Source: an optimization exercise on an open RTL-to-GDS flow (aim: small area, a short achievable clock period and few clock cycles per item). Production flows keep margins and buffers that such runs may drop.
In this exercise RTL edits were held to simulation tests only and were not proved equivalent to the original.

File: flow/design.v
package tbeq_pkg;
  localparam int COEF_W    = 17;
  localparam int GAIN_W    = 16;
  localparam int COEF_FRAC = 16;
  localparam int GAIN_FRAC = 12;
  localparam int MUL_B_W = COEF_W + 1;
  localparam int CFG_IDX_W  = 3;
  localparam int CFG_DATA_W = COEF_W;
  localparam logic [CFG_IDX_W-1:0] REG_LOW_COEF  = 3'd0;
  localparam logic [CFG_IDX_W-1:0] REG_HIGH_COEF = 3'd1;
  localparam logic [CFG_IDX_W-1:0] REG_LOW_GAIN  = 3'd2;
  localparam logic [CFG_IDX_W-1:0] REG_MID_GAIN  = 3'd3;
  localparam logic [CFG_IDX_W-1:0] REG_HIGH_GAIN = 3'd4;
  localparam logic [COEF_W-1:0] LOW_COEF_RST  = 17'd8212;
  localparam logic [COEF_W-1:0] HIGH_COEF_RST = 17'd45707;
  localparam logic [GAIN_W-1:0] LOW_GAIN_RST  = 16'd6144;
  localparam logic [GAIN_W-1:0] MID_GAIN_RST  = 16'd3072;
  localparam logic [GAIN_W-1:0] HIGH_GAIN_RST = 16'd4096;
  typedef enum logic [1:0] {
    BAND_LOW,
    BAND_MID,
    BAND_HIGH
  } band_t;
  typedef struct packed {
    logic       load;       
    logic       pole_mul;   
    logic       pole_upd;   
    logic [2:0] pole_sel;   
    logic       gain_mul;   
    band_t      gain_sel;
    logic       acc_first;  
    logic       acc_add;    
    logic       finish;     
  } tbeq_cmd_t;
endpackage
module tbeq_ctrl
(
  input  logic      clk,
  input  logic      rst_n,
  input  logic      in_valid,
  output logic      in_ready,
  output logic      out_valid,
  input  logic      out_ready,
  output tbeq_pkg::tbeq_cmd_t cmd
);
  typedef enum logic [1:0] {
    S_IDLE,
    S_CHAIN,
    S_GAIN,
    S_FINISH
  } state_t;
  state_t     state_r, state_nxt;
  logic [3:0] cnt_r, cnt_nxt;
  logic       out_valid_r, out_valid_nxt;
  logic       fin_go;
  assign in_ready  = (state_r == S_IDLE);
  assign out_valid = out_valid_r;
  assign fin_go = (state_r == S_FINISH) && (!out_valid_r || out_ready);
  always_comb begin
    cmd           = '0;
    cmd.load      = in_valid && in_ready;
    cmd.pole_sel  = cnt_r[3:1];
    cmd.gain_sel  = tbeq_pkg::band_t'(cnt_r[1:0]);
    cmd.pole_mul  = (state_r == S_CHAIN) && !cnt_r[0];
    cmd.pole_upd  = (state_r == S_CHAIN) && cnt_r[0];
    cmd.gain_mul  = (state_r == S_GAIN) && (cnt_r[1:0] != 2'd3);
    cmd.acc_add   = (state_r == S_GAIN) && (cnt_r[1:0] != 2'd0);
    cmd.acc_first = (cnt_r[1:0] == 2'd1);
    cmd.finish    = fin_go;
  end
  always_comb begin
    state_nxt     = state_r;
    cnt_nxt       = cnt_r;
    out_valid_nxt = out_valid_r;
    if (out_ready) begin
      out_valid_nxt = 1'b0;
    end
    unique case (state_r)
      S_IDLE: begin
        cnt_nxt = '0;
        if (in_valid) begin
          state_nxt = S_CHAIN;
        end
      end
      S_CHAIN: begin
        cnt_nxt = cnt_r + 4'd1;
        if (cnt_r == 4'd15) begin
          state_nxt = S_GAIN;
        end
      end
      S_GAIN: begin
        cnt_nxt = cnt_r + 4'd1;
        if (cnt_r[1:0] == 2'd3) begin
          state_nxt = S_FINISH;
        end
      end
      S_FINISH: begin
        if (fin_go) begin
          out_valid_nxt = 1'b1;
          state_nxt     = S_IDLE;
        end
      end
      default: state_nxt = S_IDLE;
    endcase
  end
  always_ff @(posedge clk) begin
    if (!rst_n) begin
      state_r     <= S_IDLE;
      cnt_r       <= '0;
      out_valid_r <= 1'b0;
    end else begin
      state_r     <= state_nxt;
      cnt_r       <= cnt_nxt;
      out_valid_r <= out_valid_nxt;
    end
  end
endmodule
module tbeq_datapath
#(
  parameter int SAMPLE_BITS = 16,
  parameter int POLE_BITS   = 24
) (
  input  logic                          clk,
  input  logic                          rst_n,
  input  tbeq_pkg::tbeq_cmd_t                     cmd,
  input  logic signed [SAMPLE_BITS-1:0] sample_in,
  input  logic                          block_start,
  input  logic                          cfg_we,
  input  logic [tbeq_pkg::CFG_IDX_W-1:0]          cfg_index,
  input  logic [tbeq_pkg::CFG_DATA_W-1:0]         cfg_data,
  output logic signed [SAMPLE_BITS-1:0] sample_out,
  output logic                          clipped
);
  localparam int GUARD  = POLE_BITS - SAMPLE_BITS;
  localparam int BW     = POLE_BITS + 2;       
  localparam int PW     = BW + tbeq_pkg::MUL_B_W;        
  localparam int SUMW   = POLE_BITS + 5;       
  localparam int ACCW   = PW + 2;              
  localparam int OUT_SH = tbeq_pkg::GAIN_FRAC + GUARD;
  logic [tbeq_pkg::COEF_W-1:0] low_coef_r, high_coef_r;
  logic [tbeq_pkg::GAIN_W-1:0] low_gain_r, mid_gain_r, high_gain_r;
  logic signed [POLE_BITS-1:0]   pole_r [8];
  logic signed [SAMPLE_BITS-1:0] dly_r  [3];
  logic signed [SAMPLE_BITS-1:0] x_r;
  logic signed [POLE_BITS-1:0]   src_r;
  logic signed [PW-1:0]   prod_r;
  logic signed [ACCW-1:0] acc_r;
  logic signed [SAMPLE_BITS-1:0] sample_out_r;
  logic                          clipped_r;
  logic signed [POLE_BITS-1:0] xp, dly_p, src, pole_cur, newp;
  logic signed [BW-1:0]        diff, band_lo, band_mid, band_hi, ma;
  logic signed [tbeq_pkg::MUL_B_W-1:0]   mb;
  logic signed [PW-1:0]        prod;
  logic [tbeq_pkg::COEF_W-1:0]           coef_sel;
  logic signed [SUMW-1:0]      shd, psum;
  logic [SUMW-POLE_BITS:0]     ptop;
  logic                        povf;
  logic signed [ACCW-1:0]      accs;
  logic [ACCW-SAMPLE_BITS:0]   otop;
  logic                        oovf;
  logic signed [SAMPLE_BITS-1:0] osat;
  if (GUARD >= 0) begin : g_scale_up
    assign xp    = POLE_BITS'(x_r) <<< GUARD;
    assign dly_p = POLE_BITS'(dly_r[2]) <<< GUARD;
  end else begin : g_scale_down
    assign xp    = POLE_BITS'(x_r >>> (-GUARD));
    assign dly_p = POLE_BITS'(dly_r[2] >>> (-GUARD));
  end
  assign src      = (cmd.pole_sel[1:0] == 2'd0) ? xp : src_r;
  assign pole_cur = pole_r[cmd.pole_sel];
  assign diff     = BW'(src) - BW'(pole_cur);
  assign coef_sel = cmd.pole_sel[2] ? high_coef_r : low_coef_r;
  assign band_lo  = BW'(pole_r[3]);
  assign band_hi  = BW'(dly_p) - BW'(pole_r[7]);
  assign band_mid = BW'(dly_p) - band_lo - band_hi;
  always_comb begin
    ma = diff;
    mb = signed'(tbeq_pkg::MUL_B_W'(coef_sel));
    if (cmd.gain_mul) begin
      unique case (cmd.gain_sel)
        tbeq_pkg::BAND_LOW: begin
          ma = band_lo;
          mb = signed'(tbeq_pkg::MUL_B_W'(low_gain_r));
        end
        tbeq_pkg::BAND_MID: begin
          ma = band_mid;
          mb = signed'(tbeq_pkg::MUL_B_W'(mid_gain_r));
        end
        tbeq_pkg::BAND_HIGH: begin
          ma = band_hi;
          mb = signed'(tbeq_pkg::MUL_B_W'(high_gain_r));
        end
        default: begin
          ma = band_lo;
          mb = signed'(tbeq_pkg::MUL_B_W'(low_gain_r));
        end
      endcase
    end
  end
  assign prod = PW'(ma) * PW'(mb);
  assign shd  = SUMW'(prod_r >>> tbeq_pkg::COEF_FRAC);
  assign psum = SUMW'(pole_cur) + shd;
  assign ptop = psum[SUMW-1:POLE_BITS-1];
  assign povf = !((&ptop) || (~|ptop));
  assign newp = !povf ? psum[POLE_BITS-1:0] :
                psum[SUMW-1] ? {1'b1, {(POLE_BITS-1){1'b0}}} :
                               {1'b0, {(POLE_BITS-1){1'b1}}};
  assign accs = acc_r >>> OUT_SH;
  assign otop = accs[ACCW-1:SAMPLE_BITS-1];
  assign oovf = !((&otop) || (~|otop));
  assign osat = !oovf ? accs[SAMPLE_BITS-1:0] :
                accs[ACCW-1] ? {1'b1, {(SAMPLE_BITS-1){1'b0}}} :
                               {1'b0, {(SAMPLE_BITS-1){1'b1}}};
  always_ff @(posedge clk) begin
    if (!rst_n) begin
      low_coef_r  <= tbeq_pkg::LOW_COEF_RST;
      high_coef_r <= tbeq_pkg::HIGH_COEF_RST;
      low_gain_r  <= tbeq_pkg::LOW_GAIN_RST;
      mid_gain_r  <= tbeq_pkg::MID_GAIN_RST;
      high_gain_r <= tbeq_pkg::HIGH_GAIN_RST;
    end else if (cfg_we) begin
      unique case (cfg_index)
        tbeq_pkg::REG_LOW_COEF:  low_coef_r  <= cfg_data;
        tbeq_pkg::REG_HIGH_COEF: high_coef_r <= cfg_data;
        tbeq_pkg::REG_LOW_GAIN:  low_gain_r  <= cfg_data[tbeq_pkg::GAIN_W-1:0];
        tbeq_pkg::REG_MID_GAIN:  mid_gain_r  <= cfg_data[tbeq_pkg::GAIN_W-1:0];
        tbeq_pkg::REG_HIGH_GAIN: high_gain_r <= cfg_data[tbeq_pkg::GAIN_W-1:0];
        default: ;
      endcase
    end
  end
  always_ff @(posedge clk) begin
    if (!rst_n || (cmd.load && block_start)) begin
      for (int i = 0; i < 8; i++) pole_r[i] <= '0;
      for (int i = 0; i < 3; i++) dly_r[i] <= '0;
    end else begin
      if (cmd.pole_upd) begin
        pole_r[cmd.pole_sel] <= newp;
      end
      if (cmd.finish) begin
        dly_r[2] <= dly_r[1];
        dly_r[1] <= dly_r[0];
        dly_r[0] <= x_r;
      end
    end
  end
  always_ff @(posedge clk) begin
    if (cmd.load) begin
      x_r <= sample_in;
    end
    if (cmd.pole_upd) begin
      src_r <= newp;
    end
    if (cmd.pole_mul || cmd.gain_mul) begin
      prod_r <= prod;
    end
    if (cmd.acc_add) begin
      acc_r <= cmd.acc_first ? ACCW'(prod_r) : acc_r + ACCW'(prod_r);
    end
    if (cmd.finish) begin
      sample_out_r <= osat;
      clipped_r    <= oovf;
    end
  end
  assign sample_out = sample_out_r;
  assign clipped    = clipped_r;
endmodule
module three_band_equalizer
(
  input  logic                  clk,
  input  logic                  rst_n,
  input  logic                  in_valid,
  output logic                  in_ready,
  input  logic signed [15:0]    in_sample,
  input  logic                  in_block_start,
  output logic                  out_valid,
  input  logic                  out_ready,
  output logic signed [15:0]    out_sample,
  output logic                  out_clipped,
  input  logic                  cfg_valid,
  output logic                  cfg_ready,
  input  logic [tbeq_pkg::CFG_IDX_W-1:0]  cfg_index,
  input  logic [tbeq_pkg::CFG_DATA_W-1:0] cfg_data
);
  localparam int SAMPLE_BITS = 16;
  localparam int POLE_BITS   = 24;
  tbeq_pkg::tbeq_cmd_t cmd;
  assign cfg_ready = 1'b1;
  tbeq_ctrl u_ctrl (
    .clk       (clk),
    .rst_n     (rst_n),
    .in_valid  (in_valid),
    .in_ready  (in_ready),
    .out_valid (out_valid),
    .out_ready (out_ready),
    .cmd       (cmd)
  );
  tbeq_datapath #(
    .SAMPLE_BITS (SAMPLE_BITS),
    .POLE_BITS   (POLE_BITS)
  ) u_datapath (
    .clk         (clk),
    .rst_n       (rst_n),
    .cmd         (cmd),
    .sample_in   (in_sample),
    .block_start (in_block_start),
    .cfg_we      (cfg_valid),
    .cfg_index   (cfg_index),
    .cfg_data    (cfg_data),
    .sample_out  (out_sample),
    .clipped     (out_clipped)
  );
endmodule
File: flow/run.sh
#!/bin/bash
# synth_recipe.tcl (not shown) runs the flow's synth.tcl, then flattens the netlist and writes it again
# the make line also repeats each setting of config.mk as NAME=value (left out here)
make -C /OpenROAD-flow-scripts/flow DESIGN_CONFIG=/design/flow/config.mk WORK_HOME=/design/flow/orfs CLKGATE_MAP_FILE= SYNTH_SCRIPT=/design/flow/synth_recipe.tcl finish
File: flow/config.mk
export PLATFORM = sky130hd
export DESIGN_NAME = three_band_equalizer
export DESIGN_NICKNAME = three_band_equalizer
export VERILOG_FILES = /design/flow/design.v
export SDC_FILE = /design/flow/constraint.sdc
export NUM_CORES = 4
export LEC_CHECK = 0
export CAP_MARGIN = 20
export CORE_MARGIN = 2
export CORE_UTILIZATION = 40
export SLEW_MARGIN = 20
File: flow/constraint.sdc
create_clock -name core_clock -period 11.0 [get_ports {clk}]
set_input_delay 2.2000 -clock core_clock [delete_from_list [all_inputs] [get_ports {clk}]]
set_output_delay 2.2000 -clock core_clock [all_outputs]
set_load 0.01 [all_outputs]
==> results by group <==
Logic synthesis
  – Syn. warnings: 3
  – Async SR Flop Fraction: 0%
  – Netlist cell types: 90
  – EDFF count, synth: 339
  – Largest cells by area after synthesis: edfxtp_1, fa_1, ha_1, dfxtp_1, nand2_1
  – Area leader, netlist: edfxtp_1
  – Seq cells post-synth: 479
  – Register area share after synthesis: 29.4%
  – Syn Inst Count: 4714
  – Most frequent cell after synthesis: nand2_1
  – Top-area cell type share of the netlist area: 23.1%
  – Top cells by instance count after synthesis: nand2_1, inv_1, fa_1
  – Synthesized area: 0.0441 mm^2
  – Syn Nets: 5455
  – Top FF cell, synth: edfxtp_1
  – Syn avg cell area: 9.36 um^2

Clock network
  – Total CTS buffers: 54
  – CTS root buffer: clkbuf_16
  – Clock sink count: 479
  – Worst-skew pair later-pin latency: 640 ps
  – Post-CTS Hold Buffers: 0
  – Clock buffer depth: 3
  – CTS tree: built
  – Htree depth: 2
  – Clock transition at path regs: 70 ps

Global route
  – Largest net degree at the start of global routing: 162
  – Global-route wire length before repair: 212000 um
  – Initial antenna violation count: 3
  – GRT Util Overall: 24.7%
  – Global route total overflow: 0
  – Number of global-route vias before repair: 34100

Worst setup path
  – Reg2reg setup slack: 520 ps
  – Critical Path RT: 11370 ps
  – Worst setup SP type: flip-flop
  – WP data arrival: 10850 ps
  – CP Capture Type: flip-flop
  – Crit path largest cell delay: 590 ps
  – Crit-path slowest cell: mux4_2
  – Worst reg2reg endpoint: u_datapath.prod_r[43]$_DFFE_PP_
  – Max FO, Critical Path: 19
  – Worst R2R Path Depth: 41
  – Setup Crit Path Kind: flip-flop to flip-flop

Detailed routing
  – Pre-antenna DRT Iters: 6
  – Post-route DRC: 0
  – Post-DRT Antenna Nets: 0
  – WL/cell: 22.1 um
  – Via/cell ratio: 5.50
  – DRT Wirelength: 139000 um
  – Initial DRC Count: 3015
  – Routed vias: 34400

Timing
  – Clk_skew: 31.1 ps
  – Count of final setup violators: 0
  – Fin crit period: 10480 ps
  – Final worst path period share: 95.3%
  – RSZ-0062 raised after global routing: false
  – Worst relative slew slack: 23.0%
  – FMAX: 0.0954 GHz
  – Setup Total Neg Slack: 0 ps
  – Slew Viols, Final: 0
  – Final hold vios: 0
  – Tightest Pin Transition: 1150 ps

Placement
  – RePlAce Congestion: 0.981
  – Placed cell count: 6151
  – Buffers on Ports: 60
  – DP HPWL: 107000 um

Layout
  – Area growth syn-to-layout: 10.2%
  – Antenna fix cells: 0
  – Final nets: 5473
  – FILL cells: 10600
  – Layout cells sized above 1: 8.18%
  – Non-Filler Instances: 6254

Die
  – Chip width: 336 um
  – Die footprint: 0.113 mm^2
  – Die height: 336 um
  – Num rows: 121
  – I/O pin count: 62
  – Core outline area: 0.109 mm^2
  – Initial Util: 40.4%

Min path
  – Worst hold path type: flip-flop to flip-flop
  – Hold Path Depth: 2
  – Hold Path Sink: u_datapath.dly_r[1][4]$_SDFFE_PP0P_
  – Worst Hold Launch: u_datapath.dly_r[0][4]$_SDFFE_PP0P_

Flow run
  – Max-cap violations: 0

Status
  – Outcome: finished clean
## layout by cell type, fill, tap and decap left out, types with 28 or more instances in the layout
cell             instances
nor2_1                 336
a21o_1                 111
nor3_1                 144
and2_1                  67
xor2_1                  72
nor3_2                  30
nand2b_1                44
mux4_2                  48
xnor2_1                108
and3_1                  29
ha_1                   269
clkbuf_16               59
o21a_1                  32
nand3_1                 63
nor2b_1                 33
nand2_1                667
a21oi_1                314
mux2i_1                 36
o21bai_1                28
fa_1                   429
buf_4                  112
o21ai_0                143
inv_1                  622
clkdlybuf4s50_1         60
edfxtp_1               339
dfxtp_1                138
mux2_2                  33
a31oi_1                 40
## worst max path at each step
stage | depth (start not counted) | slack, ps | start | to
finish | 41 | 520 | flip-flop | u_datapath.prod_r[43]$_DFFE_PP_
global route | 41 | 40 | u_datapath.pole_r[7][12]$_SDFFCE_PN0P_ | u_datapath.prod_r[41]$_DFFE_PP_
CTS | 40 | 350 | u_datapath.pole_r[7][12]$_SDFFCE_PN0P_ | u_datapath.prod_r[42]$_DFFE_PP_
detailed placement | 40 | 400 | u_datapath.pole_r[7][12]$_SDFFCE_PN0P_ | u_datapath.prod_r[42]$_DFFE_PP_
global placement | 41 | 500 | u_datapath.pole_r[7][12]$_SDFFCE_PN0P_ | u_datapath.prod_r[41]$_DFFE_PP_
floorplan | 38 | 530 | flip-flop | u_datapath.prod_r[43]$_DFFE_PP_
## kinds of logic after synthesis
group	share of synthesized area, %
simple gates	15.9
compound gates	12.4
buf+inv	7.37
flops	29.4
fa+ha+maj	27.2
xor+xnor	3.57
other cells	0.00850
mux	4.11
## flip-flops by register name, indices dropped and copies added (netlist names), 17 cells and up, named ones only
register,flops
u_datapath.acc_r,46
u_datapath.dly_r,48
u_datapath.high_coef_r,17
u_datapath.low_coef_r,17
u_datapath.pole_r,192
u_datapath.prod_r,44
u_datapath.src_r,24
## layout make-up
class                   instances  area [um^2]  share of cell area (%)
well taps                    1476         1850                    3.80
clock buffers                  73         1560                    3.21
inverters                     626         2350                    4.84
multi-input cells            3396        28100                    57.8
flip-flops and latches        479        13000                    26.7
repair buffers                175         1500                    3.09
clock inverters                29          263                   0.541
## metal layers
metal / global-route usage [%] / wire length (um) / up-vias
li1: - / - / 15800
met1: 35.1 / 60900 / 17000
met2: 38.1 / 61000 / 1330
met3: 4.67 / 12100 / 191
met4: 7.26 / 4400 / 4
met5: 0 / 27 / -
## through the flow
| step | hold WS (ps) | utilization (%) | cell area (um^2) | worst slack (ps) |
|---|---|---|---|---|
| 2_1_floorplan | 432 | - | 44100 | 530 |
| 3_3_place_gp | 438 | 42.8 | 46700 | 499 |
| 3_5_place_dp | 444 | 42.8 | 46700 | 405 |
| 4_1_cts | 453 | 44.5 | 48500 | 354 |
| 5_1_grt | 463 | 44.5 | 48600 | 38.9 |
| 6_report | 451 | 44.5 | 48600 | 522 |
## what timing repair did
item	4_1_cts	5_1_grt
buffers inserted	0	1
resized for setup	0	6
setup endpoints to repair	0	12
## critical path, delay by kind of cell (launching register included)
kind	cells	cell delay [ps]
compound gates	14	2990
flops	1	580
simple gates	4	530
fa+ha+maj	8	3720
mux	3	1000
xor+xnor	1	150
buf+inv	11	1300
Testbench counts, summed over its fixed seeds: cycles 90,120, items 4,096.

## afterwards: timing with drivers on the ports
The flow's constraints put no driver on any port. The routed layout listed below was extracted and timed again, unchanged, in two steps.
Step 1, drivers: a clkbuf_16 drives clk and a buf_2 each remaining input, both assumed.
Step 2 adds t to the input delays and takes it off the output delays; t is the mean of the earliest and latest rising clock arrival at the registers after step 1. Input paths then give back, and output paths get back, about the clock's delay inside the block.
Three values: ideal ports, drivers, drivers and shift; two values: the first two.
t, ns: 0.685
setup slack, ns: 0.522 / 0.522 / 0.522
worst register clock-pin slew, ns: 0.07 / 0.07
After both steps setup and hold are still met in this run. The setup slack of this run moves by 0.000 ns with the drivers and by 0.000 ns with both steps.
